Background: an optimization exercise with open tools, aiming at small area and a short achievable clock period. Do not read the settings as production practice.
The RTL was checked by simulation tests, not by an equivalence proof against the original design.
Power is estimated from default activity; no workload was simulated.

--- config.mk ---
export PLATFORM = sky130hd
export DESIGN_NAME = mm_top
export DESIGN_NICKNAME = mm_top
export VERILOG_FILES = /design/flow/design.v
export SDC_FILE = /design/flow/constraint.sdc
export NUM_CORES = 4
export LEC_CHECK = 0
export ABC_CLOCK_PERIOD_IN_PS = 4000
export CAP_MARGIN = 20
export CORE_MARGIN = 2
export CORE_UTILIZATION = 60
export CTS_CLUSTER_DIAMETER = 120
export CTS_CLUSTER_SIZE = 28
export GPL_TIMING_DRIVEN = 0
export PLACE_DENSITY = 0.7
export SETUP_SLACK_MARGIN = 4.55
export SLEW_MARGIN = 20
export SYNTH_HIERARCHICAL = 1
--- constraint.sdc ---
create_clock -name core_clock -period 8.0 [get_ports {clk}]
set_input_delay 1.6000 -clock core_clock [delete_from_list [all_inputs] [get_ports {clk}]]
set_output_delay 1.6000 -clock core_clock [all_outputs]
set_load 0.01 [all_outputs]
--- design.v ---
`default_nettype none
package mm_pkg;
  localparam int ARRAY_N = 3;
  localparam int ELEM_W = 8;
  localparam int ACC_W  = 16;
  typedef logic signed [ELEM_W-1:0] elem_t;
  typedef logic signed [ACC_W-1:0]  acc_t;
  typedef enum logic [1:0] {
    SEQ_IDLE = 2'd0,
    SEQ_RUN  = 2'd1,
    SEQ_DONE = 2'd2
  } seq_state_t;
endpackage
`default_nettype wire
`default_nettype none
package mm_regs_pkg;
  localparam int AXI_ADDR_W = 8;
  localparam int AXI_DATA_W = 32;
  localparam logic [AXI_ADDR_W-1:0] REG_CTRL   = 8'h00;
  localparam logic [AXI_ADDR_W-1:0] REG_STATUS = 8'h04;
  localparam logic [AXI_ADDR_W-1:0] OPND_BASE  = 8'h40;
  localparam logic [AXI_ADDR_W-1:0] RES_BASE   = 8'h80;
  localparam int CTRL_START = 0;
  localparam int CTRL_CLEAR = 1;
  localparam int STAT_BUSY = 0;
  localparam int STAT_DONE = 1;
  localparam int STAT_FULL = 2;
  typedef enum logic [1:0] {
    RESP_OKAY   = 2'b00,
    RESP_SLVERR = 2'b10
  } axi_resp_t;
endpackage
`default_nettype wire
`default_nettype none
module mm_dot3 (
  input  wire [7:0]  i_a0, i_a1, i_a2,
  input  wire [7:0]  i_b0, i_b1, i_b2,
  output wire [47:0] o_st
);
  wire pp1;
  wire pp2;
  wire pp3;
  wire pp4;
  wire pp5;
  wire pp6;
  wire pp7;
  wire pp8;
  wire pp9;
  wire pp10;
  wire pp11;
  wire pp12;
  wire pp13;
  wire pp14;
  wire pp15;
  wire pp16;
  wire pp17;
  wire pp18;
  wire pp19;
  wire pp20;
  wire pp21;
  wire pp22;
  wire pp23;
  wire pp24;
  wire pp25;
  wire pp26;
  wire pp27;
  wire pp28;
  wire pp29;
  wire pp30;
  wire pp31;
  wire pp32;
  wire pp33;
  wire pp34;
  wire pp35;
  wire pp36;
  wire pp37;
  wire pp38;
  wire pp39;
  wire pp40;
  wire pp41;
  wire pp42;
  wire pp43;
  wire pp44;
  wire pp45;
  wire pp46;
  wire pp47;
  wire pp48;
  wire pp49;
  wire pp50;
  wire pp51;
  wire pp52;
  wire pp53;
  wire pp54;
  wire pp55;
  wire pp56;
  wire pp57;
  wire pp58;
  wire pp59;
  wire pp60;
  wire pp61;
  wire pp62;
  wire pp63;
  wire pp64;
  wire pp65;
  wire pp66;
  wire pp67;
  wire pp68;
  wire pp69;
  wire pp70;
  wire pp71;
  wire pp72;
  wire pp73;
  wire pp74;
  wire pp75;
  wire pp76;
  wire pp77;
  wire pp78;
  wire pp79;
  wire pp80;
  wire pp81;
  wire pp82;
  wire pp83;
  wire pp84;
  wire pp85;
  wire pp86;
  wire pp87;
  wire pp88;
  wire pp89;
  wire pp90;
  wire pp91;
  wire pp92;
  wire pp93;
  wire pp94;
  wire pp95;
  wire pp96;
  wire pp97;
  wire pp98;
  wire pp99;
  wire pp100;
  wire pp101;
  wire pp102;
  wire pp103;
  wire pp104;
  wire pp105;
  wire pp106;
  wire pp107;
  wire pp108;
  wire pp109;
  wire pp110;
  wire pp111;
  wire pp112;
  wire pp113;
  wire pp114;
  wire pp115;
  wire pp116;
  wire pp117;
  wire pp118;
  wire pp119;
  wire pp120;
  wire pp121;
  wire pp122;
  wire pp123;
  wire pp124;
  wire pp125;
  wire pp126;
  wire pp127;
  wire pp128;
  wire pp129;
  wire pp130;
  wire pp131;
  wire pp132;
  wire pp133;
  wire pp134;
  wire pp135;
  wire pp136;
  wire pp137;
  wire pp138;
  wire pp139;
  wire pp140;
  wire pp141;
  wire pp142;
  wire pp143;
  wire pp144;
  wire pp145;
  wire pp146;
  wire pp147;
  wire pp148;
  wire pp149;
  wire pp150;
  wire pp151;
  wire pp152;
  wire pp153;
  wire pp154;
  wire pp155;
  wire pp156;
  wire pp157;
  wire pp158;
  wire pp159;
  wire pp160;
  wire pp161;
  wire pp162;
  wire pp163;
  wire pp164;
  wire pp165;
  wire pp166;
  wire pp167;
  wire pp168;
  wire pp169;
  wire pp170;
  wire pp171;
  wire pp172;
  wire pp173;
  wire pp174;
  wire pp175;
  wire pp176;
  wire pp177;
  wire pp178;
  wire pp179;
  wire pp180;
  wire pp181;
  wire pp182;
  wire pp183;
  wire pp184;
  wire pp185;
  wire pp186;
  wire pp187;
  wire pp188;
  wire pp189;
  wire pp190;
  wire pp191;
  wire pp192;
  wire s193;
  wire c194;
  wire s195;
  wire c196;
  wire s197;
  wire c198;
  wire s199;
  wire c200;
  wire s201;
  wire c202;
  wire s203;
  wire c204;
  wire s205;
  wire c206;
  wire s207;
  wire c208;
  wire s209;
  wire c210;
  wire s211;
  wire c212;
  wire s213;
  wire c214;
  wire s215;
  wire c216;
  wire s217;
  wire c218;
  wire s219;
  wire c220;
  wire s221;
  wire c222;
  wire s223;
  wire c224;
  wire s225;
  wire c226;
  wire s227;
  wire c228;
  wire s229;
  wire c230;
  wire s231;
  wire c232;
  wire s233;
  wire c234;
  wire s235;
  wire c236;
  wire s237;
  wire c238;
  wire s239;
  wire c240;
  wire s241;
  wire c242;
  wire s243;
  wire c244;
  wire s245;
  wire c246;
  wire s247;
  wire c248;
  wire s249;
  wire c250;
  wire s251;
  wire c252;
  wire s253;
  wire c254;
  wire s255;
  wire c256;
  wire s257;
  wire c258;
  wire s259;
  wire c260;
  wire s261;
  wire c262;
  wire s263;
  wire c264;
  wire s265;
  wire c266;
  wire s267;
  wire c268;
  wire s269;
  wire c270;
  wire s271;
  wire c272;
  wire s273;
  wire c274;
  wire s275;
  wire c276;
  wire s277;
  wire c278;
  wire s279;
  wire c280;
  wire s281;
  wire c282;
  wire s283;
  wire c284;
  wire s285;
  wire c286;
  wire s287;
  wire c288;
  wire s289;
  wire c290;
  wire s291;
  wire c292;
  wire s293;
  wire c294;
  wire s295;
  wire c296;
  wire s297;
  wire c298;
  wire s299;
  wire c300;
  wire s301;
  wire c302;
  wire s303;
  wire c304;
  wire s305;
  wire c306;
  wire s307;
  wire c308;
  wire s309;
  wire c310;
  wire s311;
  wire c312;
  wire s313;
  wire c314;
  wire s315;
  wire c316;
  wire s317;
  wire c318;
  wire s319;
  wire c320;
  wire s321;
  wire c322;
  wire s323;
  wire c324;
  wire s325;
  wire c326;
  wire s327;
  wire c328;
  wire s329;
  wire c330;
  wire s331;
  wire c332;
  wire s333;
  wire c334;
  wire s335;
  wire c336;
  wire s337;
  wire c338;
  wire s339;
  wire c340;
  wire s341;
  wire c342;
  wire s343;
  wire c344;
  wire s345;
  wire c346;
  wire s347;
  wire c348;
  wire s349;
  wire c350;
  wire s351;
  wire c352;
  wire s353;
  wire c354;
  wire s355;
  wire c356;
  wire s357;
  wire c358;
  wire s359;
  wire c360;
  wire s361;
  wire c362;
  wire s363;
  wire c364;
  wire s365;
  wire c366;
  wire s367;
  wire c368;
  wire s369;
  wire c370;
  wire s371;
  wire c372;
  wire s373;
  wire c374;
  wire s375;
  wire c376;
  wire s377;
  wire c378;
  wire s379;
  wire c380;
  wire s381;
  wire c382;
  wire s383;
  wire c384;
  wire s385;
  wire c386;
  wire s387;
  wire c388;
  wire s389;
  wire c390;
  wire s391;
  wire c392;
  wire s393;
  wire c394;
  wire s395;
  wire c396;
  wire s397;
  wire c398;
  wire s399;
  wire c400;
  wire s401;
  wire c402;
  wire s403;
  wire c404;
  wire s405;
  wire c406;
  wire s407;
  wire c408;
  wire s409;
  wire c410;
  wire s411;
  wire c412;
  wire s413;
  wire c414;
  wire s415;
  wire c416;
  wire s417;
  wire c418;
  wire s419;
  wire c420;
  wire s421;
  wire c422;
  wire s423;
  wire c424;
  wire s425;
  wire c426;
  wire s427;
  wire c428;
  wire s429;
  wire c430;
  wire s431;
  wire c432;
  wire s433;
  wire c434;
  wire s435;
  wire c436;
  wire s437;
  wire c438;
  wire s439;
  wire c440;
  wire s441;
  wire c442;
  wire s443;
  wire c444;
  wire s445;
  wire c446;
  wire s447;
  wire c448;
  wire s449;
  wire c450;
  wire s451;
  wire c452;
  wire s453;
  wire c454;
  wire s455;
  wire c456;
  wire s457;
  wire c458;
  wire s459;
  wire c460;
  wire s461;
  wire c462;
  wire s463;
  wire c464;
  wire s465;
  wire c466;
  wire s467;
  wire c468;
  wire s469;
  wire c470;
  wire s471;
  wire c472;
  wire s473;
  wire c474;
  wire s475;
  wire c476;
  wire s477;
  wire c478;
  wire s479;
  wire c480;
  wire s481;
  wire c482;
  wire s483;
  wire c484;
  wire s485;
  wire c486;
  wire s487;
  wire c488;
  wire s489;
  wire c490;
  wire s491;
  wire c492;
  wire s493;
  wire c494;
  wire s495;
  wire c496;
  wire s497;
  wire c498;
  wire s499;
  wire c500;
  wire s501;
  wire c502;
  wire s503;
  assign pp1 = ~(i_a0[0] & i_b0[0]);
  assign pp2 = ~(i_a0[0] & i_b0[1]);
  assign pp3 = ~(i_a0[0] & i_b0[2]);
  assign pp4 = ~(i_a0[0] & i_b0[3]);
  assign pp5 = ~(i_a0[0] & i_b0[4]);
  assign pp6 = ~(i_a0[0] & i_b0[5]);
  assign pp7 = ~(i_a0[0] & i_b0[6]);
  assign pp8 = i_a0[0] & i_b0[7];
  assign pp9 = ~(i_a0[1] & i_b0[0]);
  assign pp10 = ~(i_a0[1] & i_b0[1]);
  assign pp11 = ~(i_a0[1] & i_b0[2]);
  assign pp12 = ~(i_a0[1] & i_b0[3]);
  assign pp13 = ~(i_a0[1] & i_b0[4]);
  assign pp14 = ~(i_a0[1] & i_b0[5]);
  assign pp15 = ~(i_a0[1] & i_b0[6]);
  assign pp16 = i_a0[1] & i_b0[7];
  assign pp17 = ~(i_a0[2] & i_b0[0]);
  assign pp18 = ~(i_a0[2] & i_b0[1]);
  assign pp19 = ~(i_a0[2] & i_b0[2]);
  assign pp20 = ~(i_a0[2] & i_b0[3]);
  assign pp21 = ~(i_a0[2] & i_b0[4]);
  assign pp22 = ~(i_a0[2] & i_b0[5]);
  assign pp23 = ~(i_a0[2] & i_b0[6]);
  assign pp24 = i_a0[2] & i_b0[7];
  assign pp25 = ~(i_a0[3] & i_b0[0]);
  assign pp26 = ~(i_a0[3] & i_b0[1]);
  assign pp27 = ~(i_a0[3] & i_b0[2]);
  assign pp28 = ~(i_a0[3] & i_b0[3]);
  assign pp29 = ~(i_a0[3] & i_b0[4]);
  assign pp30 = ~(i_a0[3] & i_b0[5]);
  assign pp31 = ~(i_a0[3] & i_b0[6]);
  assign pp32 = i_a0[3] & i_b0[7];
  assign pp33 = ~(i_a0[4] & i_b0[0]);
  assign pp34 = ~(i_a0[4] & i_b0[1]);
  assign pp35 = ~(i_a0[4] & i_b0[2]);
  assign pp36 = ~(i_a0[4] & i_b0[3]);
  assign pp37 = ~(i_a0[4] & i_b0[4]);
  assign pp38 = ~(i_a0[4] & i_b0[5]);
  assign pp39 = ~(i_a0[4] & i_b0[6]);
  assign pp40 = i_a0[4] & i_b0[7];
  assign pp41 = ~(i_a0[5] & i_b0[0]);
  assign pp42 = ~(i_a0[5] & i_b0[1]);
  assign pp43 = ~(i_a0[5] & i_b0[2]);
  assign pp44 = ~(i_a0[5] & i_b0[3]);
  assign pp45 = ~(i_a0[5] & i_b0[4]);
  assign pp46 = ~(i_a0[5] & i_b0[5]);
  assign pp47 = ~(i_a0[5] & i_b0[6]);
  assign pp48 = i_a0[5] & i_b0[7];
  assign pp49 = ~(i_a0[6] & i_b0[0]);
  assign pp50 = ~(i_a0[6] & i_b0[1]);
  assign pp51 = ~(i_a0[6] & i_b0[2]);
  assign pp52 = ~(i_a0[6] & i_b0[3]);
  assign pp53 = ~(i_a0[6] & i_b0[4]);
  assign pp54 = ~(i_a0[6] & i_b0[5]);
  assign pp55 = ~(i_a0[6] & i_b0[6]);
  assign pp56 = i_a0[6] & i_b0[7];
  assign pp57 = i_a0[7] & i_b0[0];
  assign pp58 = i_a0[7] & i_b0[1];
  assign pp59 = i_a0[7] & i_b0[2];
  assign pp60 = i_a0[7] & i_b0[3];
  assign pp61 = i_a0[7] & i_b0[4];
  assign pp62 = i_a0[7] & i_b0[5];
  assign pp63 = i_a0[7] & i_b0[6];
  assign pp64 = ~(i_a0[7] & i_b0[7]);
  assign pp65 = ~(i_a1[0] & i_b1[0]);
  assign pp66 = ~(i_a1[0] & i_b1[1]);
  assign pp67 = ~(i_a1[0] & i_b1[2]);
  assign pp68 = ~(i_a1[0] & i_b1[3]);
  assign pp69 = ~(i_a1[0] & i_b1[4]);
  assign pp70 = ~(i_a1[0] & i_b1[5]);
  assign pp71 = ~(i_a1[0] & i_b1[6]);
  assign pp72 = i_a1[0] & i_b1[7];
  assign pp73 = ~(i_a1[1] & i_b1[0]);
  assign pp74 = ~(i_a1[1] & i_b1[1]);
  assign pp75 = ~(i_a1[1] & i_b1[2]);
  assign pp76 = ~(i_a1[1] & i_b1[3]);
  assign pp77 = ~(i_a1[1] & i_b1[4]);
  assign pp78 = ~(i_a1[1] & i_b1[5]);
  assign pp79 = ~(i_a1[1] & i_b1[6]);
  assign pp80 = i_a1[1] & i_b1[7];
  assign pp81 = ~(i_a1[2] & i_b1[0]);
  assign pp82 = ~(i_a1[2] & i_b1[1]);
  assign pp83 = ~(i_a1[2] & i_b1[2]);
  assign pp84 = ~(i_a1[2] & i_b1[3]);
  assign pp85 = ~(i_a1[2] & i_b1[4]);
  assign pp86 = ~(i_a1[2] & i_b1[5]);
  assign pp87 = ~(i_a1[2] & i_b1[6]);
  assign pp88 = i_a1[2] & i_b1[7];
  assign pp89 = ~(i_a1[3] & i_b1[0]);
  assign pp90 = ~(i_a1[3] & i_b1[1]);
  assign pp91 = ~(i_a1[3] & i_b1[2]);
  assign pp92 = ~(i_a1[3] & i_b1[3]);
  assign pp93 = ~(i_a1[3] & i_b1[4]);
  assign pp94 = ~(i_a1[3] & i_b1[5]);
  assign pp95 = ~(i_a1[3] & i_b1[6]);
  assign pp96 = i_a1[3] & i_b1[7];
  assign pp97 = ~(i_a1[4] & i_b1[0]);
  assign pp98 = ~(i_a1[4] & i_b1[1]);
  assign pp99 = ~(i_a1[4] & i_b1[2]);
  assign pp100 = ~(i_a1[4] & i_b1[3]);
  assign pp101 = ~(i_a1[4] & i_b1[4]);
  assign pp102 = ~(i_a1[4] & i_b1[5]);
  assign pp103 = ~(i_a1[4] & i_b1[6]);
  assign pp104 = i_a1[4] & i_b1[7];
  assign pp105 = ~(i_a1[5] & i_b1[0]);
  assign pp106 = ~(i_a1[5] & i_b1[1]);
  assign pp107 = ~(i_a1[5] & i_b1[2]);
  assign pp108 = ~(i_a1[5] & i_b1[3]);
  assign pp109 = ~(i_a1[5] & i_b1[4]);
  assign pp110 = ~(i_a1[5] & i_b1[5]);
  assign pp111 = ~(i_a1[5] & i_b1[6]);
  assign pp112 = i_a1[5] & i_b1[7];
  assign pp113 = ~(i_a1[6] & i_b1[0]);
  assign pp114 = ~(i_a1[6] & i_b1[1]);
  assign pp115 = ~(i_a1[6] & i_b1[2]);
  assign pp116 = ~(i_a1[6] & i_b1[3]);
  assign pp117 = ~(i_a1[6] & i_b1[4]);
  assign pp118 = ~(i_a1[6] & i_b1[5]);
  assign pp119 = ~(i_a1[6] & i_b1[6]);
  assign pp120 = i_a1[6] & i_b1[7];
  assign pp121 = i_a1[7] & i_b1[0];
  assign pp122 = i_a1[7] & i_b1[1];
  assign pp123 = i_a1[7] & i_b1[2];
  assign pp124 = i_a1[7] & i_b1[3];
  assign pp125 = i_a1[7] & i_b1[4];
  assign pp126 = i_a1[7] & i_b1[5];
  assign pp127 = i_a1[7] & i_b1[6];
  assign pp128 = ~(i_a1[7] & i_b1[7]);
  assign pp129 = ~(i_a2[0] & i_b2[0]);
  assign pp130 = ~(i_a2[0] & i_b2[1]);
  assign pp131 = ~(i_a2[0] & i_b2[2]);
  assign pp132 = ~(i_a2[0] & i_b2[3]);
  assign pp133 = ~(i_a2[0] & i_b2[4]);
  assign pp134 = ~(i_a2[0] & i_b2[5]);
  assign pp135 = ~(i_a2[0] & i_b2[6]);
  assign pp136 = i_a2[0] & i_b2[7];
  assign pp137 = ~(i_a2[1] & i_b2[0]);
  assign pp138 = ~(i_a2[1] & i_b2[1]);
  assign pp139 = ~(i_a2[1] & i_b2[2]);
  assign pp140 = ~(i_a2[1] & i_b2[3]);
  assign pp141 = ~(i_a2[1] & i_b2[4]);
  assign pp142 = ~(i_a2[1] & i_b2[5]);
  assign pp143 = ~(i_a2[1] & i_b2[6]);
  assign pp144 = i_a2[1] & i_b2[7];
  assign pp145 = ~(i_a2[2] & i_b2[0]);
  assign pp146 = ~(i_a2[2] & i_b2[1]);
  assign pp147 = ~(i_a2[2] & i_b2[2]);
  assign pp148 = ~(i_a2[2] & i_b2[3]);
  assign pp149 = ~(i_a2[2] & i_b2[4]);
  assign pp150 = ~(i_a2[2] & i_b2[5]);
  assign pp151 = ~(i_a2[2] & i_b2[6]);
  assign pp152 = i_a2[2] & i_b2[7];
  assign pp153 = ~(i_a2[3] & i_b2[0]);
  assign pp154 = ~(i_a2[3] & i_b2[1]);
  assign pp155 = ~(i_a2[3] & i_b2[2]);
  assign pp156 = ~(i_a2[3] & i_b2[3]);
  assign pp157 = ~(i_a2[3] & i_b2[4]);
  assign pp158 = ~(i_a2[3] & i_b2[5]);
  assign pp159 = ~(i_a2[3] & i_b2[6]);
  assign pp160 = i_a2[3] & i_b2[7];
  assign pp161 = ~(i_a2[4] & i_b2[0]);
  assign pp162 = ~(i_a2[4] & i_b2[1]);
  assign pp163 = ~(i_a2[4] & i_b2[2]);
  assign pp164 = ~(i_a2[4] & i_b2[3]);
  assign pp165 = ~(i_a2[4] & i_b2[4]);
  assign pp166 = ~(i_a2[4] & i_b2[5]);
  assign pp167 = ~(i_a2[4] & i_b2[6]);
  assign pp168 = i_a2[4] & i_b2[7];
  assign pp169 = ~(i_a2[5] & i_b2[0]);
  assign pp170 = ~(i_a2[5] & i_b2[1]);
  assign pp171 = ~(i_a2[5] & i_b2[2]);
  assign pp172 = ~(i_a2[5] & i_b2[3]);
  assign pp173 = ~(i_a2[5] & i_b2[4]);
  assign pp174 = ~(i_a2[5] & i_b2[5]);
  assign pp175 = ~(i_a2[5] & i_b2[6]);
  assign pp176 = i_a2[5] & i_b2[7];
  assign pp177 = ~(i_a2[6] & i_b2[0]);
  assign pp178 = ~(i_a2[6] & i_b2[1]);
  assign pp179 = ~(i_a2[6] & i_b2[2]);
  assign pp180 = ~(i_a2[6] & i_b2[3]);
  assign pp181 = ~(i_a2[6] & i_b2[4]);
  assign pp182 = ~(i_a2[6] & i_b2[5]);
  assign pp183 = ~(i_a2[6] & i_b2[6]);
  assign pp184 = i_a2[6] & i_b2[7];
  assign pp185 = i_a2[7] & i_b2[0];
  assign pp186 = i_a2[7] & i_b2[1];
  assign pp187 = i_a2[7] & i_b2[2];
  assign pp188 = i_a2[7] & i_b2[3];
  assign pp189 = i_a2[7] & i_b2[4];
  assign pp190 = i_a2[7] & i_b2[5];
  assign pp191 = i_a2[7] & i_b2[6];
  assign pp192 = ~(i_a2[7] & i_b2[7]);
  mm_fa u_s193 (.i_a(pp106), .i_b(pp113), .i_c(pp135), .o_s(s193), .o_c(c194));
  mm_fa u_s195 (.i_a(pp100), .i_b(pp107), .i_c(pp114), .o_s(s195), .o_c(c196));
  mm_fa u_s197 (.i_a(pp121), .i_b(pp136), .i_c(pp143), .o_s(s197), .o_c(c198));
  mm_fa u_s199 (.i_a(pp15), .i_b(pp150), .i_c(pp157), .o_s(s199), .o_c(c200));
  mm_ha u_s201 (.i_a(pp101), .i_b(pp108), .o_s(s201), .o_c(c202));
  mm_fa u_s203 (.i_a(pp115), .i_b(pp122), .i_c(pp144), .o_s(s203), .o_c(c204));
  mm_fa u_s205 (.i_a(pp151), .i_b(pp158), .i_c(pp16), .o_s(s205), .o_c(c206));
  mm_ha u_s207 (.i_a(pp102), .i_b(pp109), .o_s(s207), .o_c(c208));
  mm_xnor u_s209 (.i_a(pp116), .i_b(pp123), .o_y(s209));
  mm_or u_c210 (.i_a(pp116), .i_b(pp123), .o_y(c210));
  mm_fa u_s211 (.i_a(pp12), .i_b(pp133), .i_c(pp140), .o_s(s211), .o_c(c212));
  mm_fa u_s213 (.i_a(pp105), .i_b(pp13), .i_c(pp134), .o_s(s213), .o_c(c214));
  mm_fa u_s215 (.i_a(pp141), .i_b(pp148), .i_c(pp155), .o_s(s215), .o_c(c216));
  mm_fa u_s217 (.i_a(pp162), .i_b(pp169), .i_c(pp20), .o_s(s217), .o_c(c218));
  mm_fa u_s219 (.i_a(pp14), .i_b(pp142), .i_c(pp149), .o_s(s219), .o_c(c220));
  mm_fa u_s221 (.i_a(pp156), .i_b(pp163), .i_c(pp170), .o_s(s221), .o_c(c222));
  mm_fa u_s223 (.i_a(pp177), .i_b(pp21), .i_c(pp28), .o_s(s223), .o_c(c224));
  mm_fa u_s225 (.i_a(pp35), .i_b(pp42), .i_c(pp49), .o_s(s225), .o_c(c226));
  mm_xnor u_s227 (.i_a(pp7), .i_b(pp71), .o_y(s227));
  mm_or u_c228 (.i_a(pp7), .i_b(pp71), .o_y(c228));
  mm_fa u_s229 (.i_a(pp164), .i_b(pp171), .i_c(pp178), .o_s(s229), .o_c(c230));
  mm_fa u_s231 (.i_a(pp185), .i_b(pp22), .i_c(pp29), .o_s(s231), .o_c(c232));
  mm_fa u_s233 (.i_a(pp36), .i_b(pp43), .i_c(pp50), .o_s(s233), .o_c(c234));
  mm_fa u_s235 (.i_a(pp57), .i_b(pp72), .i_c(pp79), .o_s(s235), .o_c(c236));
  mm_fa u_s237 (.i_a(pp8), .i_b(pp86), .i_c(pp93), .o_s(s237), .o_c(c238));
  mm_xnor u_s239 (.i_a(c194), .i_b(s195), .o_y(s239));
  mm_or u_c240 (.i_a(c194), .i_b(s195), .o_y(c240));
  mm_fa u_s241 (.i_a(pp165), .i_b(pp172), .i_c(pp179), .o_s(s241), .o_c(c242));
  mm_fa u_s243 (.i_a(pp186), .i_b(pp23), .i_c(pp30), .o_s(s243), .o_c(c244));
  mm_fa u_s245 (.i_a(pp37), .i_b(pp44), .i_c(pp51), .o_s(s245), .o_c(c246));
  mm_fa u_s247 (.i_a(pp58), .i_b(pp80), .i_c(pp87), .o_s(s247), .o_c(c248));
  mm_fa u_s249 (.i_a(pp94), .i_b(c196), .i_c(c198), .o_s(s249), .o_c(c250));
  mm_fa u_s251 (.i_a(c200), .i_b(s201), .i_c(s203), .o_s(s251), .o_c(c252));
  mm_fa u_s253 (.i_a(pp152), .i_b(pp159), .i_c(pp166), .o_s(s253), .o_c(c254));
  mm_fa u_s255 (.i_a(pp173), .i_b(pp180), .i_c(pp187), .o_s(s255), .o_c(c256));
  mm_fa u_s257 (.i_a(pp24), .i_b(pp31), .i_c(pp38), .o_s(s257), .o_c(c258));
  mm_fa u_s259 (.i_a(pp45), .i_b(pp52), .i_c(pp59), .o_s(s259), .o_c(c260));
  mm_fa u_s261 (.i_a(pp88), .i_b(pp95), .i_c(s209), .o_s(s261), .o_c(c262));
  mm_fa u_s263 (.i_a(c202), .i_b(c204), .i_c(c206), .o_s(s263), .o_c(c264));
  mm_fa u_s265 (.i_a(pp103), .i_b(pp110), .i_c(pp117), .o_s(s265), .o_c(c266));
  mm_fa u_s267 (.i_a(pp124), .i_b(pp160), .i_c(pp167), .o_s(s267), .o_c(c268));
  mm_fa u_s269 (.i_a(pp174), .i_b(pp181), .i_c(pp188), .o_s(s269), .o_c(c270));
  mm_fa u_s271 (.i_a(pp32), .i_b(pp39), .i_c(pp46), .o_s(s271), .o_c(c272));
  mm_fa u_s273 (.i_a(pp53), .i_b(pp60), .i_c(pp96), .o_s(s273), .o_c(c274));
  mm_fa u_s275 (.i_a(pp104), .i_b(pp111), .i_c(pp118), .o_s(s275), .o_c(c276));
  mm_fa u_s277 (.i_a(pp125), .i_b(pp168), .i_c(pp175), .o_s(s277), .o_c(c278));
  mm_fa u_s279 (.i_a(pp11), .i_b(pp132), .i_c(pp139), .o_s(s279), .o_c(c280));
  mm_xnor u_s281 (.i_a(pp146), .i_b(pp153), .o_y(s281));
  mm_or u_c282 (.i_a(pp146), .i_b(pp153), .o_y(c282));
  mm_fa u_s283 (.i_a(pp147), .i_b(pp154), .i_c(pp161), .o_s(s283), .o_c(c284));
  mm_fa u_s285 (.i_a(pp19), .i_b(pp26), .i_c(pp33), .o_s(s285), .o_c(c286));
  mm_fa u_s287 (.i_a(pp5), .i_b(pp69), .i_c(pp76), .o_s(s287), .o_c(c288));
  mm_fa u_s289 (.i_a(pp27), .i_b(pp34), .i_c(pp41), .o_s(s289), .o_c(c290));
  mm_fa u_s291 (.i_a(pp6), .i_b(pp70), .i_c(pp77), .o_s(s291), .o_c(c292));
  mm_fa u_s293 (.i_a(pp84), .i_b(pp91), .i_c(pp98), .o_s(s293), .o_c(c294));
  mm_xnor u_s295 (.i_a(c212), .i_b(s213), .o_y(s295));
  mm_or u_c296 (.i_a(c212), .i_b(s213), .o_y(c296));
  mm_fa u_s297 (.i_a(pp78), .i_b(pp85), .i_c(pp92), .o_s(s297), .o_c(c298));
  mm_fa u_s299 (.i_a(pp99), .i_b(s227), .i_c(c214), .o_s(s299), .o_c(c300));
  mm_fa u_s301 (.i_a(c216), .i_b(c218), .i_c(s193), .o_s(s301), .o_c(c302));
  mm_fa u_s303 (.i_a(s219), .i_b(s221), .i_c(s223), .o_s(s303), .o_c(c304));
  mm_fa u_s305 (.i_a(c228), .i_b(c220), .i_c(c222), .o_s(s305), .o_c(c306));
  mm_fa u_s307 (.i_a(c224), .i_b(c226), .i_c(s197), .o_s(s307), .o_c(c308));
  mm_fa u_s309 (.i_a(s199), .i_b(s229), .i_c(s231), .o_s(s309), .o_c(c310));
  mm_fa u_s311 (.i_a(s233), .i_b(s235), .i_c(s237), .o_s(s311), .o_c(c312));
  mm_fa u_s313 (.i_a(c230), .i_b(c232), .i_c(c234), .o_s(s313), .o_c(c314));
  mm_fa u_s315 (.i_a(c236), .i_b(c238), .i_c(s205), .o_s(s315), .o_c(c316));
  mm_fa u_s317 (.i_a(s241), .i_b(s243), .i_c(s245), .o_s(s317), .o_c(c318));
  mm_fa u_s319 (.i_a(s247), .i_b(c240), .i_c(s249), .o_s(s319), .o_c(c320));
  mm_fa u_s321 (.i_a(c242), .i_b(c244), .i_c(c246), .o_s(s321), .o_c(c322));
  mm_fa u_s323 (.i_a(c248), .i_b(s207), .i_c(s253), .o_s(s323), .o_c(c324));
  mm_fa u_s325 (.i_a(s255), .i_b(s257), .i_c(s259), .o_s(s325), .o_c(c326));
  mm_fa u_s327 (.i_a(s261), .i_b(c250), .i_c(c252), .o_s(s327), .o_c(c328));
  mm_fa u_s329 (.i_a(c210), .i_b(c208), .i_c(c254), .o_s(s329), .o_c(c330));
  mm_fa u_s331 (.i_a(c256), .i_b(c258), .i_c(c260), .o_s(s331), .o_c(c332));
  mm_fa u_s333 (.i_a(s265), .i_b(s267), .i_c(s269), .o_s(s333), .o_c(c334));
  mm_fa u_s335 (.i_a(s271), .i_b(s273), .i_c(c262), .o_s(s335), .o_c(c336));
  mm_fa u_s337 (.i_a(pp182), .i_b(pp189), .i_c(pp40), .o_s(s337), .o_c(c338));
  mm_fa u_s339 (.i_a(pp47), .i_b(pp54), .i_c(pp61), .o_s(s339), .o_c(c340));
  mm_fa u_s341 (.i_a(c266), .i_b(c268), .i_c(c270), .o_s(s341), .o_c(c342));
  mm_fa u_s343 (.i_a(c272), .i_b(c274), .i_c(s275), .o_s(s343), .o_c(c344));
  mm_fa u_s345 (.i_a(pp112), .i_b(pp119), .i_c(pp126), .o_s(s345), .o_c(c346));
  mm_fa u_s347 (.i_a(pp176), .i_b(pp183), .i_c(pp190), .o_s(s347), .o_c(c348));
  mm_fa u_s349 (.i_a(pp48), .i_b(pp55), .i_c(pp62), .o_s(s349), .o_c(c350));
  mm_fa u_s351 (.i_a(pp10), .i_b(pp131), .i_c(pp138), .o_s(s351), .o_c(c352));
  mm_xnor u_s353 (.i_a(pp145), .i_b(pp17), .o_y(s353));
  mm_or u_c354 (.i_a(pp145), .i_b(pp17), .o_y(c354));
  mm_fa u_s355 (.i_a(pp18), .i_b(pp25), .i_c(pp4), .o_s(s355), .o_c(c356));
  mm_fa u_s357 (.i_a(pp68), .i_b(pp75), .i_c(pp82), .o_s(s357), .o_c(c358));
  mm_xnor u_s359 (.i_a(pp89), .i_b(s281), .o_y(s359));
  mm_or u_c360 (.i_a(pp89), .i_b(s281), .o_y(c360));
  mm_fa u_s361 (.i_a(pp83), .i_b(pp90), .i_c(pp97), .o_s(s361), .o_c(c362));
  mm_fa u_s363 (.i_a(c282), .i_b(c280), .i_c(s211), .o_s(s363), .o_c(c364));
  mm_fa u_s365 (.i_a(s283), .i_b(s285), .i_c(s287), .o_s(s365), .o_c(c366));
  mm_fa u_s367 (.i_a(c284), .i_b(c286), .i_c(c288), .o_s(s367), .o_c(c368));
  mm_fa u_s369 (.i_a(s215), .i_b(s217), .i_c(s289), .o_s(s369), .o_c(c370));
  mm_fa u_s371 (.i_a(s291), .i_b(s293), .i_c(s295), .o_s(s371), .o_c(c372));
  mm_fa u_s373 (.i_a(c290), .i_b(c292), .i_c(c294), .o_s(s373), .o_c(c374));
  mm_fa u_s375 (.i_a(s225), .i_b(s297), .i_c(c296), .o_s(s375), .o_c(c376));
  mm_fa u_s377 (.i_a(s299), .i_b(s301), .i_c(s303), .o_s(s377), .o_c(c378));
  mm_fa u_s379 (.i_a(c298), .i_b(c300), .i_c(s239), .o_s(s379), .o_c(c380));
  mm_fa u_s381 (.i_a(c302), .i_b(c304), .i_c(s305), .o_s(s381), .o_c(c382));
  mm_fa u_s383 (.i_a(s307), .i_b(s309), .i_c(s311), .o_s(s383), .o_c(c384));
  mm_fa u_s385 (.i_a(c306), .i_b(c308), .i_c(c310), .o_s(s385), .o_c(c386));
  mm_fa u_s387 (.i_a(c312), .i_b(s313), .i_c(s315), .o_s(s387), .o_c(c388));
  mm_fa u_s389 (.i_a(s251), .i_b(s317), .i_c(s319), .o_s(s389), .o_c(c390));
  mm_fa u_s391 (.i_a(c314), .i_b(c316), .i_c(c318), .o_s(s391), .o_c(c392));
  mm_fa u_s393 (.i_a(s263), .i_b(s321), .i_c(s323), .o_s(s393), .o_c(c394));
  mm_fa u_s395 (.i_a(s325), .i_b(c320), .i_c(s327), .o_s(s395), .o_c(c396));
  mm_fa u_s397 (.i_a(c264), .i_b(c322), .i_c(c324), .o_s(s397), .o_c(c398));
  mm_fa u_s399 (.i_a(c326), .i_b(s329), .i_c(s331), .o_s(s399), .o_c(c400));
  mm_fa u_s401 (.i_a(s333), .i_b(s335), .i_c(c328), .o_s(s401), .o_c(c402));
  mm_fa u_s403 (.i_a(s277), .i_b(s337), .i_c(s339), .o_s(s403), .o_c(c404));
  mm_fa u_s405 (.i_a(c330), .i_b(c332), .i_c(c334), .o_s(s405), .o_c(c406));
  mm_fa u_s407 (.i_a(s341), .i_b(s343), .i_c(c336), .o_s(s407), .o_c(c408));
  mm_fa u_s409 (.i_a(c276), .i_b(c278), .i_c(c338), .o_s(s409), .o_c(c410));
  mm_fa u_s411 (.i_a(c340), .i_b(s345), .i_c(s347), .o_s(s411), .o_c(c412));
  mm_fa u_s413 (.i_a(s349), .i_b(c342), .i_c(c344), .o_s(s413), .o_c(c414));
  mm_fa u_s415 (.i_a(pp120), .i_b(pp127), .i_c(pp184), .o_s(s415), .o_c(c416));
  mm_fa u_s417 (.i_a(pp191), .i_b(pp56), .i_c(pp63), .o_s(s417), .o_c(c418));
  mm_fa u_s419 (.i_a(c346), .i_b(c348), .i_c(c350), .o_s(s419), .o_c(c420));
  mm_fa u_s421 (.i_a(pp130), .i_b(pp137), .i_c(pp2), .o_s(s421), .o_c(c422));
  mm_fa u_s423 (.i_a(pp3), .i_b(pp67), .i_c(pp74), .o_s(s423), .o_c(c424));
  mm_xnor u_s425 (.i_a(pp81), .i_b(s353), .o_y(s425));
  mm_or u_c426 (.i_a(pp81), .i_b(s353), .o_y(c426));
  mm_fa u_s427 (.i_a(c354), .i_b(c352), .i_c(s279), .o_s(s427), .o_c(c428));
  mm_fa u_s429 (.i_a(s355), .i_b(s357), .i_c(s359), .o_s(s429), .o_c(c430));
  mm_fa u_s431 (.i_a(c356), .i_b(c358), .i_c(c360), .o_s(s431), .o_c(c432));
  mm_fa u_s433 (.i_a(s361), .i_b(s363), .i_c(s365), .o_s(s433), .o_c(c434));
  mm_fa u_s435 (.i_a(c362), .i_b(c364), .i_c(c366), .o_s(s435), .o_c(c436));
  mm_fa u_s437 (.i_a(s367), .i_b(s369), .i_c(s371), .o_s(s437), .o_c(c438));
  mm_fa u_s439 (.i_a(c368), .i_b(c370), .i_c(s373), .o_s(s439), .o_c(c440));
  mm_fa u_s441 (.i_a(s375), .i_b(c372), .i_c(s377), .o_s(s441), .o_c(c442));
  mm_fa u_s443 (.i_a(c374), .i_b(c376), .i_c(s379), .o_s(s443), .o_c(c444));
  mm_fa u_s445 (.i_a(c378), .i_b(s381), .i_c(s383), .o_s(s445), .o_c(c446));
  mm_fa u_s447 (.i_a(c380), .i_b(c382), .i_c(s385), .o_s(s447), .o_c(c448));
  mm_fa u_s449 (.i_a(c384), .i_b(s387), .i_c(s389), .o_s(s449), .o_c(c450));
  mm_fa u_s451 (.i_a(c386), .i_b(c388), .i_c(s391), .o_s(s451), .o_c(c452));
  mm_fa u_s453 (.i_a(s393), .i_b(c390), .i_c(s395), .o_s(s453), .o_c(c454));
  mm_fa u_s455 (.i_a(c392), .i_b(s397), .i_c(c394), .o_s(s455), .o_c(c456));
  mm_fa u_s457 (.i_a(s399), .i_b(s401), .i_c(c396), .o_s(s457), .o_c(c458));
  mm_fa u_s459 (.i_a(s403), .i_b(c398), .i_c(c400), .o_s(s459), .o_c(c460));
  mm_fa u_s461 (.i_a(s405), .i_b(s407), .i_c(c402), .o_s(s461), .o_c(c462));
  mm_fa u_s463 (.i_a(c404), .i_b(s409), .i_c(s411), .o_s(s463), .o_c(c464));
  mm_fa u_s465 (.i_a(c406), .i_b(s413), .i_c(c408), .o_s(s465), .o_c(c466));
  mm_fa u_s467 (.i_a(s415), .i_b(s417), .i_c(c410), .o_s(s467), .o_c(c468));
  mm_fa u_s469 (.i_a(c412), .i_b(s419), .i_c(c414), .o_s(s469), .o_c(c470));
  mm_fa u_s471 (.i_a(pp128), .i_b(pp192), .i_c(pp64), .o_s(s471), .o_c(c472));
  mm_fa u_s473 (.i_a(c416), .i_b(c418), .i_c(c420), .o_s(s473), .o_c(c474));
  mm_xnor u_s475 (.i_a(pp66), .i_b(pp73), .o_y(s475));
  mm_or u_c476 (.i_a(pp66), .i_b(pp73), .o_y(c476));
  mm_fa u_s477 (.i_a(c422), .i_b(s351), .i_c(s423), .o_s(s477), .o_c(c478));
  mm_fa u_s479 (.i_a(c424), .i_b(c426), .i_c(s427), .o_s(s479), .o_c(c480));
  mm_fa u_s481 (.i_a(c428), .i_b(s431), .i_c(c430), .o_s(s481), .o_c(c482));
  mm_fa u_s483 (.i_a(c432), .i_b(c434), .i_c(s435), .o_s(s483), .o_c(c484));
  mm_fa u_s485 (.i_a(c436), .i_b(s439), .i_c(c438), .o_s(s485), .o_c(c486));
  mm_fa u_s487 (.i_a(c440), .i_b(s443), .i_c(c442), .o_s(s487), .o_c(c488));
  mm_fa u_s489 (.i_a(c444), .i_b(s447), .i_c(c446), .o_s(s489), .o_c(c490));
  mm_fa u_s491 (.i_a(c448), .i_b(s451), .i_c(c450), .o_s(s491), .o_c(c492));
  mm_fa u_s493 (.i_a(c452), .i_b(s455), .i_c(c454), .o_s(s493), .o_c(c494));
  mm_fa u_s495 (.i_a(c456), .i_b(s459), .i_c(s461), .o_s(s495), .o_c(c496));
  mm_fa u_s497 (.i_a(s463), .i_b(c460), .i_c(s465), .o_s(s497), .o_c(c498));
  mm_fa u_s499 (.i_a(s467), .i_b(c464), .i_c(s469), .o_s(s499), .o_c(c500));
  mm_fa u_s501 (.i_a(s471), .i_b(c468), .i_c(s473), .o_s(s501), .o_c(c502));
  assign s503 = ~(c472);
  assign o_st = {c474, s503, c502, c470, s501, c500, c466, s499, c498, c462, s497, c496, c458, s495, c494, s457, s493, c492, s453, s491, c490, s449, s489, c488, s445, s487, c486, s441, s485, c484, s437, s483, c482, s433, s481, c480, s429, s479, c478, s425, s477, c476, s421, pp9, s475, pp65, pp129, pp1};
endmodule
module mm_dot3_fin (
  input  wire [47:0] i_st,
  output wire [15:0] o_n0,
  output wire [15:0] o_n1
);
  wire s1;
  wire c2;
  wire s3;
  wire c4;
  wire s5;
  wire c6;
  wire s7;
  wire c8;
  wire s9;
  wire c10;
  wire s11;
  wire c12;
  wire s13;
  wire c14;
  wire s15;
  wire c16;
  wire s17;
  wire c18;
  wire s19;
  wire c20;
  wire s21;
  wire c22;
  wire s23;
  wire c24;
  wire s25;
  wire c26;
  wire s27;
  wire c28;
  wire s29;
  wire c30;
  wire s31;
  mm_xnor u_s1 (.i_a(i_st[0]), .i_b(i_st[1]), .o_y(s1));
  mm_or u_c2 (.i_a(i_st[0]), .i_b(i_st[1]), .o_y(c2));
  mm_fa u_s3 (.i_a(i_st[3]), .i_b(i_st[4]), .i_c(i_st[5]), .o_s(s3), .o_c(c4));
  mm_fa u_s5 (.i_a(i_st[6]), .i_b(i_st[7]), .i_c(i_st[8]), .o_s(s5), .o_c(c6));
  mm_fa u_s7 (.i_a(i_st[10]), .i_b(i_st[11]), .i_c(i_st[9]), .o_s(s7), .o_c(c8));
  mm_fa u_s9 (.i_a(i_st[12]), .i_b(i_st[13]), .i_c(i_st[14]), .o_s(s9), .o_c(c10));
  mm_fa u_s11 (.i_a(i_st[15]), .i_b(i_st[16]), .i_c(i_st[17]), .o_s(s11), .o_c(c12));
  mm_fa u_s13 (.i_a(i_st[18]), .i_b(i_st[19]), .i_c(i_st[20]), .o_s(s13), .o_c(c14));
  mm_fa u_s15 (.i_a(i_st[21]), .i_b(i_st[22]), .i_c(i_st[23]), .o_s(s15), .o_c(c16));
  mm_fa u_s17 (.i_a(i_st[24]), .i_b(i_st[25]), .i_c(i_st[26]), .o_s(s17), .o_c(c18));
  mm_fa u_s19 (.i_a(i_st[27]), .i_b(i_st[28]), .i_c(i_st[29]), .o_s(s19), .o_c(c20));
  mm_fa u_s21 (.i_a(i_st[30]), .i_b(i_st[31]), .i_c(i_st[32]), .o_s(s21), .o_c(c22));
  mm_fa u_s23 (.i_a(i_st[33]), .i_b(i_st[34]), .i_c(i_st[35]), .o_s(s23), .o_c(c24));
  mm_fa u_s25 (.i_a(i_st[36]), .i_b(i_st[37]), .i_c(i_st[38]), .o_s(s25), .o_c(c26));
  mm_fa u_s27 (.i_a(i_st[39]), .i_b(i_st[40]), .i_c(i_st[41]), .o_s(s27), .o_c(c28));
  mm_fa u_s29 (.i_a(i_st[42]), .i_b(i_st[43]), .i_c(i_st[44]), .o_s(s29), .o_c(c30));
  assign s31 = i_st[45] ^ i_st[46] ^ i_st[47];
  assign o_n0 = {c30, c28, c26, c24, c22, c20, c18, c16, c14, c12, c10, c8, c6, c4, c2, i_st[2]};
  assign o_n1 = {s31, s29, s27, s25, s23, s21, s19, s17, s15, s13, s11, s9, s7, s5, s3, s1};
endmodule
module mm_fa (input wire i_a, i_b, i_c, output wire o_s, o_c);
  assign o_s = i_a ^ i_b ^ i_c;
  assign o_c = (i_a & i_b) | (i_a & i_c) | (i_b & i_c);
endmodule
module mm_ha (input wire i_a, i_b, output wire o_s, o_c);
  assign o_s = i_a ^ i_b;
  assign o_c = i_a & i_b;
endmodule
module mm_xnor (input wire i_a, i_b, output wire o_y);
  assign o_y = ~(i_a ^ i_b);
endmodule
module mm_or (input wire i_a, i_b, output wire o_y);
  assign o_y = i_a | i_b;
endmodule
`default_nettype wire
`timescale 1ns/1ps
`default_nettype none
module mm_top (
  input  logic        clk,
  input  logic        rst_n,
  input  logic        i_awvalid,
  output logic        o_awready,
  input  logic [7:0]  i_awaddr,
  input  logic        i_wvalid,
  output logic        o_wready,
  input  logic [31:0] i_wdata,
  input  logic [3:0]  i_wstrb,
  output logic        o_bvalid,
  input  logic        i_bready,
  output logic [1:0]  o_bresp,
  input  logic        i_arvalid,
  output logic        o_arready,
  input  logic [7:0]  i_araddr,
  output logic        o_rvalid,
  input  logic        i_rready,
  output logic [31:0] o_rdata,
  output logic [1:0]  o_rresp
);
  logic        bvalid_q;
  logic        bslverr_q;
  logic        start_q;
  logic        clear_q;
  logic        busy_q;
  logic        done_q;
  logic [2:0]  cnt_q;
  logic [17:0] mask_q;
  logic        newbit_q;
  logic        full;
  logic        accept;
  logic        wr_go;
  logic        wr_ctrl;
  logic        wr_opnd;
  logic [4:0]  wr_slot;
  logic        opnd_we;
  assign wr_go     = i_awvalid && i_wvalid && !bvalid_q;
  assign o_awready = wr_go;
  assign o_wready  = wr_go;
  assign wr_ctrl = (i_awaddr == 8'h00);
  assign wr_opnd = (i_awaddr[1:0] == 2'b00) &&
                   ((i_awaddr[7:6] == 2'b01) || (i_awaddr[7:3] == 5'b10000));
  assign wr_slot = i_awaddr[6:2] - 5'd16;
  assign opnd_we = wr_go && wr_opnd && !busy_q;
  always_ff @(posedge clk or negedge rst_n) begin
    if (!rst_n) begin
      bvalid_q <= 1'b0;
      start_q  <= 1'b0;
      clear_q  <= 1'b0;
    end else begin
      if (bvalid_q && i_bready) bvalid_q <= 1'b0;
      if (wr_go) bvalid_q <= 1'b1;
      start_q <= wr_go && wr_ctrl && i_wdata[0];
      clear_q <= wr_go && wr_ctrl && i_wdata[1];
    end
  end
  always_ff @(posedge clk) begin
    if (wr_go) bslverr_q <= !(wr_ctrl || (wr_opnd && !busy_q));
  end
  assign o_bvalid = bvalid_q;
  assign o_bresp  = {bslverr_q, 1'b0};
  logic [2:0] ph_i_q;
  logic [2:0] ph_j_q;
  logic [2:0] ph_j_next;
  assign ph_j_next = ph_i_q[2] ? {ph_j_q[1:0], ph_j_q[2]} : ph_j_q;
  always_ff @(posedge clk or negedge rst_n) begin
    if (!rst_n) begin
      ph_i_q <= 3'b001;
      ph_j_q <= 3'b001;
    end else begin
      ph_i_q <= {ph_i_q[1:0], ph_i_q[2]};
      ph_j_q <= ph_j_next;
    end
  end
  logic [2:0]        wr_row;
  logic [2:0]        wr_col;
  logic              wr_a;
  logic              wr_b;
  logic [7:0]        a_q [3][3];
  logic [7:0]        b_q [3][3];
  logic [7:0]        bsel_q [3];
  always_comb begin
    wr_a = opnd_we && (wr_slot < 5'd9);
    wr_b = opnd_we && (wr_slot >= 5'd9);
    for (int r = 0; r < 3; r++) begin
      wr_row[r] = 1'b0;
      wr_col[r] = 1'b0;
      for (int c = 0; c < 3; c++) begin
        wr_row[r] = wr_row[r] | (wr_slot == 5'(3 * r + c)) | (wr_slot == 5'(9 + 3 * r + c));
        wr_col[r] = wr_col[r] | (wr_slot == 5'(3 * c + r)) | (wr_slot == 5'(9 + 3 * c + r));
      end
    end
  end
  always_ff @(posedge clk) begin
    for (int k = 0; k < 3; k++) begin
      for (int g = 0; g < 3; g++) begin
        if (wr_a && wr_col[k] &&
            ((ph_i_q[0] && wr_row[(g + 1) % 3]) ||
             (ph_i_q[1] && wr_row[(g + 2) % 3]) ||
             (ph_i_q[2] && wr_row[g])))
          a_q[k][g] <= i_wdata[7:0];
        else
          a_q[k][g] <= a_q[k][(g + 1) % 3];
      end
    end
  end
  always_ff @(posedge clk) begin
    for (int r = 0; r < 3; r++)
      for (int c = 0; c < 3; c++)
        if (wr_b && wr_row[r] && wr_col[c]) b_q[r][c] <= i_wdata[7:0];
  end
  always_ff @(posedge clk) begin
    for (int k = 0; k < 3; k++)
      bsel_q[k] <= ({8{ph_j_next[0]}} & b_q[k][0]) |
                   ({8{ph_j_next[1]}} & b_q[k][1]) |
                   ({8{ph_j_next[2]}} & b_q[k][2]);
  end
  always_ff @(posedge clk or negedge rst_n) begin
    if (!rst_n) begin
      mask_q   <= '0;
      newbit_q <= 1'b0;
    end else begin
      newbit_q <= 1'b0;
      if (clear_q) begin
        mask_q <= '0;
      end else if (opnd_we) begin
        mask_q[wr_slot] <= 1'b1;
        newbit_q        <= !mask_q[wr_slot];
      end
    end
  end
  assign full = (&mask_q) && !newbit_q;
  assign accept = start_q && full && !busy_q;
  always_ff @(posedge clk or negedge rst_n) begin
    if (!rst_n) begin
      busy_q <= 1'b0;
      done_q <= 1'b0;
    end else if (accept) begin
      busy_q <= 1'b1;
      done_q <= 1'b0;
    end else if (busy_q && cnt_q == 3'd7) begin
      busy_q <= 1'b0;
      done_q <= 1'b1;
    end
  end
  always_ff @(posedge clk) begin
    if (accept) cnt_q <= 3'd0;
    else if (busy_q) cnt_q <= cnt_q + 3'd1;
  end
  logic [47:0] dot_st;
  logic [47:0] st_q;
  logic [15:0] fin_n0;
  logic [15:0] fin_n1;
  logic [15:0] sum;
  logic        ring_we;
  logic [15:0] ring_q [9];
  mm_dot3 u_dot (
    .i_a0 (a_q[0][0]),
    .i_a1 (a_q[1][0]),
    .i_a2 (a_q[2][0]),
    .i_b0 (bsel_q[0]),
    .i_b1 (bsel_q[1]),
    .i_b2 (bsel_q[2]),
    .o_st (dot_st)
  );
  always_ff @(posedge clk) st_q <= dot_st;
  mm_dot3_fin u_fin (
    .i_st (st_q),
    .o_n0 (fin_n0),
    .o_n1 (fin_n1)
  );
  assign sum     = ~(fin_n0 + fin_n1 + 16'd1);
  assign ring_we = accept || busy_q;
  always_ff @(posedge clk) begin
    ring_q[0] <= ring_we ? sum : ring_q[8];
    for (int p = 1; p < 9; p++) ring_q[p] <= ring_q[p-1];
  end
  logic        arready_q;
  logic        rvalid_q;
  logic        rslverr_q;
  logic [15:0] rdata_q;
  logic        ar_go;
  logic        rd_ctrl;
  logic        rd_stat;
  logic        rd_res;
  logic [8:0]  rd_k;
  logic [8:0]  phase;
  logic [8:0]  rd_pos;
  logic [15:0] rd_val;
  logic [15:0] rd_data;
  assign ar_go   = i_arvalid && arready_q;
  assign rd_ctrl = (i_araddr == 8'h00);
  assign rd_stat = (i_araddr == 8'h04);
  assign rd_res  = (i_araddr[7] == 1'b1) && (i_araddr[1:0] == 2'b00) &&
                   (i_araddr[6:2] <= 5'd8);
  always_comb begin
    for (int f = 0; f < 9; f++) phase[f] = ph_j_q[f / 3] && ph_i_q[f % 3];
    for (int k = 0; k < 9; k++) rd_k[k] = (i_araddr[5:2] == 4'(k));
    for (int p = 0; p < 9; p++) begin
      rd_pos[p] = 1'b0;
      for (int k = 0; k < 9; k++) rd_pos[p] = rd_pos[p] | (rd_k[k] & phase[(p + 3 * (k % 3) + k / 3 + 2) % 9]);
    end
    rd_val = '0;
    for (int p = 0; p < 9; p++) rd_val = rd_val | ({16{rd_pos[p]}} & ring_q[p]);
    rd_data = '0;
    if (rd_res) rd_data = rd_val;
    else if (rd_stat) rd_data = {13'd0, full, done_q, busy_q};
  end
  always_ff @(posedge clk or negedge rst_n) begin
    if (!rst_n) begin
      arready_q <= 1'b0;
      rvalid_q  <= 1'b0;
    end else if (ar_go) begin
      arready_q <= 1'b0;
      rvalid_q  <= 1'b1;
    end else begin
      if (rvalid_q && i_rready) rvalid_q <= 1'b0;
      arready_q <= !rvalid_q || i_rready;
    end
  end
  always_ff @(posedge clk) begin
    if (ar_go) begin
      rslverr_q <= !(rd_ctrl || rd_stat || rd_res);
      rdata_q   <= rd_data;
    end
  end
  assign o_arready = arready_q;
  assign o_rvalid  = rvalid_q;
  assign o_rresp   = {rslverr_q, 1'b0};
  assign o_rdata   = {{16{rdata_q[15]}}, rdata_q};
endmodule
`default_nettype wire
--- flow/run.sh ---
#!/bin/bash
# Layout flow: the standard ORFS flow (standard.sh, unchanged synthesis and
# scripts) with the port buffers that placement inserts made the smallest
# buffer instead of the one buffer_ports picks by default. Timing repair still
# resizes any port buffer on a critical path.
set -euo pipefail
export BUFFER_PORTS_ARGS="-buffer_cell sky130_fd_sc_hd__buf_1"
bash standard.sh > standard.log 2>&1
--- standard.sh ---
#!/bin/bash
# synth_recipe.tcl (not shown) runs the flow's synth.tcl, then flattens the netlist and writes it again
# the make line also repeats each setting of config.mk as NAME=value (left out here)
make -C /OpenROAD-flow-scripts/flow DESIGN_CONFIG=/design/flow/config.mk WORK_HOME=/design/flow/orfs CLKGATE_MAP_FILE= SYNTH_SCRIPT=/design/flow/synth_recipe.tcl "${@:-finish}"
==> summary.txt, run 1 <==
Top-area cell type share of the netlist area: 0.299
Vias in the first global route: 12900
Max Slew Vio Count: 0
RD Place Congestion: 0.916
Worst vdd ir: 0.000185 V
DP Area: 20500 sq um
Post-synthesis sequential area ratio: 0.479
Max Root-Sink Buffers: 3
Sink Count: 413
Nets: 1973
TritonCTS Buffers: 19
Crit path capture type: output port
GRT Total Usage: 0.269
Rows: 65
Commonest non-fill, non-tap cells in the layout: dfxtp_1 (268), nand2_1 (208), fa_1 (148)
Slew @ Worst Pin: 0.976 ns
Yosys top cell by area: dfxtp_1
RSZ-0062 raised after global routing: yes
Leak Pwr: 0.00775 uW
Final HPWL DP: 31900 um
Hold path depth: 0
FMAX: 276 MHz
Top_reg_cell synth: dfxtp_1
Synth area leaders: dfxtp_1 (30%), fa_1 (16%), edfxtp_1 (14%), buf_4 (4.9%), mux2_1 (4.2%)
Period Utilization, post-route: 0.454
Final Hold Viols: 0
Yosys warnings: 15
WP data required: 6.40 ns
Status: finished clean
N_diodes: 0
Tot Pwr: 3380 uW
Largest net degree at the start of global routing: 31
Crit path DAT: 2.03 ns
Ports: 100
Die H: 184 um
Clk Latency, worst-skew pair: 0.54 ns
Clock transition at path regs: 0.10 ns
FFs w/ async S/R, synth: 0.0775
Routed vias: 12700
Fin area: 21600 sq um
EDFF count, synth: 90
Total Die Area: 33900 sq um
DR DRC count: 0
Hold buffers post-CTS: 0
Wire per inst: 20.8 um
Detail Route Antenna Nets: 0
Root Driver: clkbuf_16
H-tree Lvls: 1
Worst-path maximum fanout: 3
Initial Util: 0.614
Power per cell area: 156 nW/um^2
Core region area: 31700 sq um
TNS Setup: 0 ns
CTS tree: built
Global-route wire length before repair: 70500 um
Max-slew headroom: 0.349
WHS: 0.351 ns
Initial DRC Count: 1172
Final setup fails: 0
Layout cell share with drive strength beyond 1: 0.202
Fillers: 2390
Unique masters post-synth: 89
HP Class: flip-flop to flip-flop
Commonest non-fill, non-tap cell in the layout: dfxtp_1
Antenna violations before repair: 0
WL final: 44500 um
Grt ovf: 0
DR vias/cell: 5.93
Clock Skew: 0.0239 ns
Post-synthesis register bit count: 413
Average cell area after synthesis: 12.0 sq um
Kind of critical path: primary input to output port
CP startpoint kind: primary input
Area growth syn-to-layout: 10.9%
Synthesized instance count: 1623
Mapped Area: 19500 sq um
Crit path time final: 3.63 ns
TritonRoute pass-1 iters: 6
Worst R2R Path Depth: 9
Port bufs: 68
Die W: 184 um
Max Cap Viol: 0
[sequential cells by signal, indices dropped and copies added, names as in the netlist, 16 cells and up]
| signal | flops |
|---|---|
| b_q | 72 |
| rdata_q | 16 |
| bsel_q | 24 |
| mask_q | 18 |
| ring_q | 144 |
| a_q | 72 |
| st_q | 48 |
[Yosys cell counts (5+ instances only)]
| cell type | count |
|---|---|
| dfxtp_1 | 291 |
| nand2_1 | 209 |
| fa_1 | 159 |
| buf_4 | 128 |
| edfxtp_1 | 90 |
| mux2_1 | 72 |
| inv_1 | 53 |
| nor2_1 | 52 |
| a222oi_1 | 49 |
| and2_1 | 45 |
| dfrtp_1 | 30 |
| buf_2 | 29 |
| a31oi_1 | 27 |
| ha_1 | 25 |
| o21ai_0 | 25 |
| clkbuf_1 | 23 |
| xnor2_1 | 20 |
| a21oi_1 | 19 |
| nand3_1 | 19 |
| a22oi_1 | 18 |
| nor3_1 | 18 |
| nor2b_1 | 17 |
| o22ai_1 | 12 |
| o21ai_1 | 11 |
| or2_1 | 11 |
| nand2b_1 | 10 |
| a221oi_1 | 8 |
| a22o_1 | 8 |
| nand4_1 | 8 |
| or3_1 | 8 |
| and3_1 | 7 |
| nand3b_1 | 7 |
| mux2i_1 | 6 |
| a21boi_1 | 5 |
| mux4_2 | 5 |
| o21a_1 | 5 |
[per-module statistics from Yosys (local to each module, per instance)]
| module | cells inside | copies in the design | area [sq um] |
|---|---|---|---|
| mm_dot3_fin | 33 | 1 | 264 |
| mm_xnor | 1 | 10 | 8.76 |
| mm_or | 1 | 10 | 6.26 |
| mm_ha | 1 | 2 | 12.5 |
| mm_top | 1147 | 1 | 14500 |
| mm_fa | 1 | 158 | 20.0 |
| mm_dot3 | 263 | 1 | 1360 |
[cell type report]
class	count	area (sq um)	area share
multi-input combinational	971	9120	0.423
timing repair buffer	85	429	0.0199
clock buffer	27	505	0.0234
clock inverter	3	40.0	0.00185
inverter	56	220	0.0102
tap	402	503	0.0233
buffer	184	1400	0.0648
sequential	413	9370	0.434
[routing by layer]
| layer | global-route usage | wire (um) | up-vias |
|---|---|---|---|
| met5 | 0 | 0 | - |
| met4 | 0.0765 | 1290 | 0 |
| met3 | 0.0417 | 3050 | 107 |
| met2 | 0.459 | 21300 | 504 |
| met1 | 0.360 | 18900 | 6327 |
| li1 | - | - | 5767 |
[logic make-up after synthesis]
group           synth area share
other cells             0.000193
mux                       0.0517
buf+inv                   0.0742
simple gates               0.107
compound gates            0.0969
xor+xnor                  0.0111
flops                      0.479
fa+ha+maj                  0.180
[path summary, 6_finish.rpt]
check,startpoint,to,slack [ns]
max,i_awvalid,o_wready,4.37
max in group asynchronous,rst_n,ph_j_q[0],6.71
min,ring_q[3][9],ring_q[4][9],0.35
min in group asynchronous,rst_n,bvalid_q,0.85
min reg2reg,ring_q[3][9],ring_q[4][9],0.35
max reg2reg,bsel_q[1][1],st_q[31],4.46
[where the power goes]
part / internal, uW / switching, uW
sequential: 2140 / 5.58
clock: 457 / 636
combinational: 53.5 / 88.2
total: 2650 / 729
[critical path, stage by stage]
cell     delay (ns)
buf_6          0.10
nand3_4        0.08
inv_4          0.04
buf_6          0.10
buf_6          0.11
[per-stage QoR]
step	util	std cells	setup WS (ns)
after CTS	0.670	2128	4.37
after detailed placement	0.646	2095	3.74
after floorplan	-	1624	4.40
final	0.681	2141	4.37
after global routing	0.681	2141	4.36
after global placement	0.646	2094	3.75
[timing repair]
| action | 4_1_cts | 5_1_grt |
|---|---|---|
| pin swaps | 12 | 20 |
| setup endpoints to repair | 146 | 169 |
| resized for setup | 67 | 72 |
| hold endpoints to repair | 0 | 0 |
| setup buffers | 3 | 13 |
==> inputs of run 2 (changes only) <==
--- a/config.mk
+++ b/config.mk
@@ -11,7 +11,7 @@
 export CORE_UTILIZATION = 60
 export CTS_CLUSTER_DIAMETER = 120
 export CTS_CLUSTER_SIZE = 28
-export GPL_TIMING_DRIVEN = 0
+export GPL_ROUTABILITY_DRIVEN = 0
 export PLACE_DENSITY = 0.7
 export SETUP_SLACK_MARGIN = 4.55
 export SLEW_MARGIN = 20
==> summary.txt, run 2 <==
Average cell area after synthesis: 12.0 sq um (unchanged)
Slew @ Worst Pin: 0.996 ns (was 0.976 ns)
Seq pwr share: 0.646 (was 0.634)
Top-count cell post-synth: dfxtp_1 (unchanged)
Largest net degree at the start of global routing: 35 (was 31)
Worst vdd ir: 0.000194 V (was 0.000185 V)
Period Utilization, post-route: 0.441 (was 0.454)
Area growth syn-to-layout: 4.76% (was 10.9%)
Synth area leaders: dfxtp_1 (30%), fa_1 (16%), edfxtp_1 (14%), buf_4 (4.9%), mux2_1 (4.2%) (unchanged)
H-tree Lvls: 1 (unchanged)
CP startpoint kind: primary input (unchanged)
FFs w/ async S/R, synth: 0.0775 (unchanged)
Net switching power: 695 uW (was 729 uW)
Max Slew Vio Count: 0 (unchanged)
N_diodes: 0 (unchanged)
Int Pwr: 2620 uW (was 2650 uW)
Routed vias: 11900 (was 12700)
Port bufs: 69 (was 68)
Rows: 65 (unchanged)
Max Root-Sink Buffers: 3 (unchanged)
HP Class: flip-flop to flip-flop (unchanged)
Antenna violations before repair: 0 (unchanged)
Max Cap Viol: 0 (unchanged)
DR vias/cell: 6.05 (was 5.93)
Sink Count: 413 (unchanged)
Total Die Area: 33900 sq um (unchanged)
Net Sw Frac: 0.209 (was 0.216)
Final HPWL DP: 28600 um (was 31900 um)
Yosys top cell by area: dfxtp_1 (unchanged)
EDFF count, synth: 90 (unchanged)
Commonest non-fill, non-tap cell in the layout: dfxtp_1 (unchanged)
Worst R2R Setup Slack: 4.60 ns (was 4.46 ns)
Root Driver: clkbuf_16 (unchanged)
Max-slew headroom: 0.336 (was 0.349)
Top Registers: ring_q x144, a_q x72, b_q x72 (unchanged)
Crit path launch: i_wvalid (was i_awvalid)
Max reg flops: 144 (unchanged)
Clock Skew: 0.0163 ns (was 0.0239 ns)
Grt ovf: 0 (unchanged)
Post-synthesis register bit count: 413 (unchanged)
TNS Setup: 0 ns (unchanged)
Clk pwr share: 0.319 (was 0.324)
Worst-path maximum fanout: 3 (unchanged)
RSZ-0062 raised after global routing: yes (unchanged)
DP Worst Slack: 3.07 ns (was 3.74 ns)
Mapped Area: 19500 sq um (unchanged)
Clk Latency, worst-skew pair: 0.53 ns (was 0.54 ns)
FMAX: 284 MHz (was 276 MHz)
Final Hold Viols: 0 (unchanged)
Power per cell area: 163 nW/um^2 (was 156 nW/um^2)
Final worst slack: 4.48 ns (was 4.37 ns)
Initial Util: 0.614 (unchanged)
Synthesized instance count: 1623 (unchanged)
Global-route wire length before repair: 66900 um (was 70500 um)
Die W: 184 um (unchanged)
Crit path DAT: 1.92 ns (was 2.03 ns)
Wire per inst: 21.0 um (was 20.8 um)
Nets: 1804 (was 1973)
Crit path time final: 3.52 ns (was 3.63 ns)
Clock transition at path regs: 0.11 ns (was 0.10 ns)
Status: finished clean (unchanged)
Synth cell count leaders: dfxtp_1 (291), nand2_1 (209), fa_1 (159) (unchanged)
WP data required: 6.40 ns (about the same)
TritonRoute pass-1 iters: 9 (was 6)
Post-synthesis sequential area ratio: 0.479 (unchanged)
CTS tree: built (unchanged)
WL final: 41500 um (was 44500 um)
Detail Route Antenna Nets: 0 (unchanged)
Unique masters post-synth: 89 (unchanged)
Commonest non-fill, non-tap cells in the layout: dfxtp_1 (272), nand2_1 (209), fa_1 (159) (was dfxtp_1 (268), nand2_1 (208), fa_1 (148))
Combinational share of power: 0.035 (was 0.042)
DR DRC count: 0 (unchanged)
Layout cell share with drive strength beyond 1: 0.116 (was 0.202)
Top_reg_cell synth: dfxtp_1 (unchanged)
Final setup fails: 0 (unchanged)
Die H: 184 um (unchanged)
Vias in the first global route: 12200 (was 12900)
Initial DRC Count: 1009 (was 1172)
Hold buffers post-CTS: 0 (unchanged)
Kind of critical path: primary input to output port (unchanged)
TritonCTS Buffers: 18 (was 19)
Leak Pwr: 0.00699 uW (was 0.00775 uW)
Yosys warnings: 15 (unchanged)
Crit path capture type: output port (unchanged)
Core region area: 31700 sq um (unchanged)
Top-area cell type share of the netlist area: 0.299 (unchanged)
Core Util, Final: 0.643 (was 0.681)
Reg-to-Reg Start: bsel_q[0][6] (was bsel_q[1][1])
Hold Startpoint: ring_q[0][0] (was ring_q[3][9])
GRT Total Usage: 0.253 (was 0.269)
Biggest register: ring_q (unchanged)
Ports: 100 (unchanged)
[run 2: cell counts after synthesis]
Identical to the previous run, type by type.
[run 2: kinds of logic after synthesis]
family	after synthesis	share of synthesized area
and+or+nand+nor	436	0.107
DFF	413	0.479
AOI/OAI and AO/OA	241	0.0969
buffers and inverters	240	0.0742
adders and majority gates	184	0.180
muxes	85	0.0517
xor gates and xnor gates	23	0.0111
other	1	0.000193
[run 2: final cells by class]
type	count	area, sq um
Fill cell	2399	11300
Sequential cell	413	9380
Multi-Input combinational cell	971	9120
Timing Repair Buffer	101	656
Clock buffer	29	513
Tap cell	402	503
Inverter	56	220
Clock inverter	1	8.76
[run 2: what timing repair did]
item                       4_1_cts  5_1_grt
buffers inserted                17        8
pin swaps                        4        5
setup endpoints to repair      168      163
resized for setup               69       43
[run 2: worst max-delay path, cell delays in order]
cell	delay (ns)
buf_6	0.10
nand3_4	0.07
inv_4	0.04
buf_6	0.11
[run 2: Yosys stat by module, one instance, submodules excluded]
module | copies in the design | cells | area (sq um) | flip-flops and latches
mm_ha | 2 | 1 | 12.5 | 0
mm_dot3_fin | 1 | 33 | 264 | 0
mm_top | 1 | 1147 | 14500 | 413
mm_xnor | 10 | 1 | 8.76 | 0
mm_dot3 | 1 | 263 | 1360 | 0
mm_or | 10 | 1 | 6.26 | 0
mm_fa | 158 | 1 | 20.0 | 0
[run 2: per-layer routing]
layer / track usage / vias up / part of all wire
met1: 0.356 / 5971 / 0.44
met5: 0 / - / 0
met3: 0.0334 / 61 / 0.068
li1: - / 5430 / -
met4: 0.0637 / 0 / 0.022
met2: 0.419 / 475 / 0.47
[run 2: path summary, 6_finish.rpt]
check / end / cells past startpoint
worst max-delay path: o_wready / 4
worst min-delay path: ring_q[1][0] / 0
worst max register to register: st_q[31] / 7
worst min register to register: ring_q[1][0] / 0
max in group asynchronous: start_q / 1
min in group asynchronous: bvalid_q / 1
[run 2: power by group through the flow]
stage / logic, uW / clock network [uW] / registers [uW]
after floorplan: 69.7 / 0 / 2190
after global placement: 103 / 0 / 2190
after detailed placement: 105 / 0 / 2190
after CTS: 111 / 1080 / 2140
after global routing: 128 / 1150 / 2140
final: 118 / 1060 / 2140
[run 2: per-stage QoR]
step                instance area [sq um]  hold WS (ns)  instances  total power (uW)
floorplan                           19700         0.326       1624              2260
finish                              20400         0.355       1973              3320
CTS                                 20200         0.352       1965              3340
global placement                    19200         0.331       1918              2290
detailed placement                  19200         0.337       1918              2300
global route                        20400         0.360       1973              3420

==> static timing again, ports no longer ideal <==
In the flow no input, the clock included, has a driving cell. The finished layouts below were timed again as built, in two steps. Step 1: set_driving_cell puts a clkbuf_16 on clk and a buf_2 on each other input, an assumption about the parent block. Step 2 also shifts input and output timing later by t, the mid clock arrival at the registers, as if the neighbouring blocks saw the same clock. Three values: no drivers, after step 1, after step 2; two values: the first two.
run	t (ns)	setup slack, ns	worst setup path after step 2
run 1	0.579	4.371 / 4.333 / 3.968	input to register
run 2	0.571	4.476 / 4.439 / 4.058	input to register
After both steps every run listed still meets setup and hold. For run 2, which loses most, drivers alone change the setup slack by -0.037 ns; drivers and shift together by -0.418 ns.
